This design comes from an exercise in tuning for a short achievable clock period and few clock cycles per item on the open sky130 flow, not from production work. The RTL was checked by simulation tests, not by an equivalence proof against the original design.

==> build 50 <==
Design hilo_md_unit, start of the top module:
module hilo_md_unit #(
    parameter int DATA_W    = 32,
    parameter int DIV_CNT_W = 6
) (
    input  logic              cpu_clk_50M,
    input  logic              cpu_rst_n,
    input  logic              flush_i,
    input  logic              op_valid_i,
    output logic              op_ready_o,
    input  logic [2:0]        op_i,
    input  logic              sign_i,
    input  logic [DATA_W-1:0] src_a_i,
    input  logic [DATA_W-1:0] src_b_i,
    output logic [DATA_W-1:0] hi_o,
    output logic [DATA_W-1:0] lo_o,
    output logic              done_o
);
Settings: LEC_CHECK=0, CAP_MARGIN=20, CORE_MARGIN=2, CORE_UTILIZATION=30, SLEW_MARGIN=20, SYNTH_HIERARCHICAL=1; clock period 20.0 ns.
standard.sh (not shown) runs the stock make flow with config.mk's settings and CLKGATE_MAP_FILE= SYNTH_SCRIPT=/design/flow/synth_recipe.tcl, a recipe that flattens the netlist after the stock synthesis.
==> flow/flow/run.sh <==
#!/bin/bash
# Standard ORFS layout, with repair_timing asked to reach a setup margin well
# above the default, so that it sizes and buffers the real critical paths
# (the 20 ns clock otherwise leaves every path positive and unrepaired).
set -euo pipefail
MARGIN=${MARGIN:-13}
bash standard.sh synth > synth.log 2>&1
bash standard.sh SETUP_SLACK_MARGIN=$MARGIN finish > layout.log 2>&1
==> inputs of trial 93, as changes to build 50 <==
Settings changed: CORE_UTILIZATION 30 to 35.
==> inputs of build 94, as changes to build 50 <==
Settings changed: CORE_UTILIZATION 30 to 40.
==> inputs of trial 32, as changes to build 50 <==
--- a/flow/design.v
+++ b/flow/design.v
@@ -3097,30 +3097,39 @@
     assign d7_q6 = {d7_q5[36:32] & d7_q5[4:0], d7_q5[31:0]};
     logic d7_co;
     assign d7_co = d7_g6[36];
     logic [36:0] d7_s;
     assign d7_s = d7_p ^ {d7_g6[35:0], (dcin)};
     assign ge[7] = d7_g6[35];    
-    logic [31:0] mp_0_1;
-    assign mp_0_1 = ge[1] ? d1_s[31:0] : pn[31:0];
-    logic [31:0] mp_2_3;
-    assign mp_2_3 = ge[3] ? d3_s[31:0] : d2_s[31:0];
-    logic [31:0] mp_0_3;
-    assign mp_0_3 = ge[2] ? mp_2_3 : mp_0_1;
-    logic [31:0] mp_4_5;
-    assign mp_4_5 = ge[5] ? d5_s[31:0] : d4_s[31:0];
-    logic [31:0] mp_6_7;
-    assign mp_6_7 = ge[7] ? d7_s[31:0] : d6_s[31:0];
-    logic [31:0] mp_4_7;
-    assign mp_4_7 = ge[6] ? mp_6_7 : mp_4_5;
-    logic [31:0] mp_0_7;
-    assign mp_0_7 = ge[4] ? mp_4_7 : mp_0_3;
-    assign p_out = mp_0_7;
-    assign q[0] = (ge[4] ? (ge[6] ? (ge[7] ? 1'b1 : 1'b0) : (ge[5] ? 1'b1 : 1'b0)) : (ge[2] ? (ge[3] ? 1'b1 : 1'b0) : (ge[1] ? 1'b1 : 1'b0)));
-    assign q[1] = (ge[4] ? (ge[6] ? 1'b1 : 1'b0) : (ge[2] ? 1'b1 : 1'b0));
-    assign q[2] = (ge[4] ? 1'b1 : 1'b0);
+    logic [7:0] sel;
+    assign sel[0] = ~ge[1];
+    assign sel[1] = ge[1] & ~ge[2];
+    assign sel[2] = ge[2] & ~ge[3];
+    assign sel[3] = ge[3] & ~ge[4];
+    assign sel[4] = ge[4] & ~ge[5];
+    assign sel[5] = ge[5] & ~ge[6];
+    assign sel[6] = ge[6] & ~ge[7];
+    assign sel[7] = ge[7] & ~ge[8];
+    assign p_out = ({32{sel[0]}} & pn[31:0])
+                 | ({32{sel[1]}} & d1_s[31:0])
+                 | ({32{sel[2]}} & d2_s[31:0])
+                 | ({32{sel[3]}} & d3_s[31:0])
+                 | ({32{sel[4]}} & d4_s[31:0])
+                 | ({32{sel[5]}} & d5_s[31:0])
+                 | ({32{sel[6]}} & d6_s[31:0])
+                 | ({32{sel[7]}} & d7_s[31:0]);
+    always_comb begin
+        q = '0;
+        if (sel[1]) q = 3'd1;
+        if (sel[2]) q = 3'd2;
+        if (sel[3]) q = 3'd3;
+        if (sel[4]) q = 3'd4;
+        if (sel[5]) q = 3'd5;
+        if (sel[6]) q = 3'd6;
+        if (sel[7]) q = 3'd7;
+    end
 endmodule
 module hmd_divlast3 (
     input  logic [31:0] p,
     input  logic [2:0]  abits,
     input  logic [7:1][36:0] dx,
     input  logic        dcin,
@@ -3328,30 +3337,40 @@
     assign d7_q6 = {d7_q5[36:32] & d7_q5[4:0], d7_q5[31:0]};
     logic d7_co;
     assign d7_co = d7_g6[36];
     logic [36:0] d7_s;
     assign d7_s = d7_p ^ {d7_g6[35:0], (dcin)};
     assign ge[7] = d7_g6[35];    
-    logic [31:0] mp_0_1;
-    assign mp_0_1 = ge[1] ? d1_s[31:0] : pn[31:0];
-    logic [31:0] mp_2_3;
-    assign mp_2_3 = ge[3] ? d3_s[31:0] : d2_s[31:0];
-    logic [31:0] mp_0_3;
-    assign mp_0_3 = ge[2] ? mp_2_3 : mp_0_1;
-    logic [31:0] mp_4_5;
-    assign mp_4_5 = ge[5] ? d5_s[31:0] : d4_s[31:0];
-    logic [31:0] mp_6_7;
-    assign mp_6_7 = ge[7] ? d7_s[31:0] : d6_s[31:0];
-    logic [31:0] mp_4_7;
-    assign mp_4_7 = ge[6] ? mp_6_7 : mp_4_5;
-    logic [31:0] mp_0_7;
-    assign mp_0_7 = ge[4] ? mp_4_7 : mp_0_3;
-    assign p_out = mp_0_7;
-    assign q[0] = (ge[4] ? (ge[6] ? (ge[7] ? 1'b1 : 1'b0) : (ge[5] ? 1'b1 : 1'b0)) : (ge[2] ? (ge[3] ? 1'b1 : 1'b0) : (ge[1] ? 1'b1 : 1'b0)));
-    assign q[1] = (ge[4] ? (ge[6] ? 1'b1 : 1'b0) : (ge[2] ? 1'b1 : 1'b0));
-    assign q[2] = (ge[4] ? 1'b1 : 1'b0);
+    logic [7:0] sel;
+    assign sel[0] = ~ge[1];
+    assign sel[1] = ge[1] & ~ge[2];
+    assign sel[2] = ge[2] & ~ge[3];
+    assign sel[3] = ge[3] & ~ge[4];
+    assign sel[4] = ge[4] & ~ge[5];
+    assign sel[5] = ge[5] & ~ge[6];
+    assign sel[6] = ge[6] & ~ge[7];
+    assign sel[7] = ge[7] & ~ge[8];
+    assign p_out = ({32{sel[0]}} & pn[31:0])
+                 | ({32{sel[1]}} & d1_s[31:0])
+                 | ({32{sel[2]}} & d2_s[31:0])
+                 | ({32{sel[3]}} & d3_s[31:0])
+                 | ({32{sel[4]}} & d4_s[31:0])
+                 | ({32{sel[5]}} & d5_s[31:0])
+                 | ({32{sel[6]}} & d6_s[31:0])
+                 | ({32{sel[7]}} & d7_s[31:0]);
+    always_comb begin
+        q = '0;
+        if (sel[1]) q = 3'd1;
+        if (sel[2]) q = 3'd2;
+        if (sel[3]) q = 3'd3;
+        if (sel[4]) q = 3'd4;
+        if (sel[5]) q = 3'd5;
+        if (sel[6]) q = 3'd6;
+        if (sel[7]) q = 3'd7;
+    end
+    logic [31:0] rn;
     logic [31:0] dn1;
     assign dn1 = (d1_p[31:0] ^ {32{rneg}}) ^ {d1_g6[30:0], dcin};
     logic [31:0] dn2;
     assign dn2 = (d2_p[31:0] ^ {32{rneg}}) ^ {d2_g6[30:0], dcin};
     logic [31:0] dn3;
     assign dn3 = (d3_p[31:0] ^ {32{rneg}}) ^ {d3_g6[30:0], dcin};
@@ -3360,25 +3379,17 @@
     logic [31:0] dn5;
     assign dn5 = (d5_p[31:0] ^ {32{rneg}}) ^ {d5_g6[30:0], dcin};
     logic [31:0] dn6;
     assign dn6 = (d6_p[31:0] ^ {32{rneg}}) ^ {d6_g6[30:0], dcin};
     logic [31:0] dn7;
     assign dn7 = (d7_p[31:0] ^ {32{rneg}}) ^ {d7_g6[30:0], dcin};
-    logic [31:0] rn;
-    logic [31:0] mr_0_1;
-    assign mr_0_1 = ge[1] ? dn1 : (pn[31:0] ^ {32{rneg}});
-    logic [31:0] mr_2_3;
-    assign mr_2_3 = ge[3] ? dn3 : dn2;
-    logic [31:0] mr_0_3;
-    assign mr_0_3 = ge[2] ? mr_2_3 : mr_0_1;
-    logic [31:0] mr_4_5;
-    assign mr_4_5 = ge[5] ? dn5 : dn4;
-    logic [31:0] mr_6_7;
-    assign mr_6_7 = ge[7] ? dn7 : dn6;
-    logic [31:0] mr_4_7;
-    assign mr_4_7 = ge[6] ? mr_6_7 : mr_4_5;
-    logic [31:0] mr_0_7;
-    assign mr_0_7 = ge[4] ? mr_4_7 : mr_0_3;
-    assign rn = mr_0_7;
+    assign rn = ({32{sel[0]}} & (pn[31:0] ^ {32{rneg}}))
+              | ({32{sel[1]}} & dn1)
+              | ({32{sel[2]}} & dn2)
+              | ({32{sel[3]}} & dn3)
+              | ({32{sel[4]}} & dn4)
+              | ({32{sel[5]}} & dn5)
+              | ({32{sel[6]}} & dn6)
+              | ({32{sel[7]}} & dn7);
     assign y_s = {rn, {qhead, q} ^ {32{qneg}}};
 endmodule
 `default_nettype wire
Settings changed: CORE_UTILIZATION 30 to 40.
==> summary.log <==
qor: run_status.outcome no timing/DRC/antenna violations
qor: power_and_ir_drop.comb_power_share 0.876
qor: clock_network.cts_buffers 66
qor: cells_and_area.post-route-util 0.535
qor: global_routing.grt_pass1_wl 894,000 um
qor: place.place.detailed.instances 17,333
qor: cells_and_area.nFillCells 24,951
the above is filed under build 94

==> summary.log <==
qor: global_routing.grt_pass1_wl 898,000 um
qor: run_status.outcome no timing/DRC/antenna violations
qor: clock_network.cts_buffers 76
qor: cells_and_area.post-route-util 0.535
qor: place.place.detailed.instances 17,198
the above is filed under trial 32

==> summary.log <==
qor: run_status.outcome no timing/DRC/antenna violations
qor: cells_and_area.nFillCells 30,446
qor: power_and_ir_drop.comb_power_share 0.868
qor: place.place.detailed.instances 17,926
the above is filed under trial 93

==> summary.log <==
qor: run_status.outcome no timing/DRC/antenna violations
qor: place.place.detailed.instances 18,611
qor: power_and_ir_drop.comb_power_share 0.870
qor: clock_network.cts_buffers 74
qor: global_routing.grt_pass1_wl 912,000 um
the above is filed under build 50

Testbench counts of build 50, summed over its fixed seeds: cycles 13,707, ops 12,000.
Testbench counts of trial 93, summed over its fixed seeds: cycles 13,707, ops 12,000.
Testbench counts of build 94, summed over its fixed seeds: cycles 13,707, ops 12,000.
Testbench counts of trial 32, summed over its fixed seeds: cycles 13,707, ops 12,000.

==> re-timing with driven ports <==
No port has a modelled driver above. Below, the same layouts with a new extraction and two added sets of constraints. Step 1: set_driving_cell puts a clkbuf_16 on cpu_clk_50M and a buf_2 on each other input, an assumption about the parent block. Step 2 also shifts input and output timing later by t, the mid clock arrival at the registers, as if the neighbouring blocks saw the same clock. a / b / c = ideal ports / drivers / drivers and shift; a / b = the first two.
| run | t (ns) | setup WS [ns] | worst slew at a driven data input, ns | cell pins on the clock port's net |
|---|---|---|---|---|
| build 50 | 0.871 | 11.635 / 11.255 / 10.384 | 0.73 | 1 |
| trial 93 | 0.816 | 11.740 / 11.479 / 10.663 | 0.56 | 1 |
| build 94 | 0.826 | 11.770 / 11.501 / 10.676 | 0.63 | 1 |
| trial 32 | 0.909 | 11.373 / 11.269 / 10.360 | 0.51 | 1 |
After both steps setup and hold are still met in every run listed. The setup slack of build 50, which loses most, moves by -0.380 ns with the drivers and by -1.251 ns with both steps.
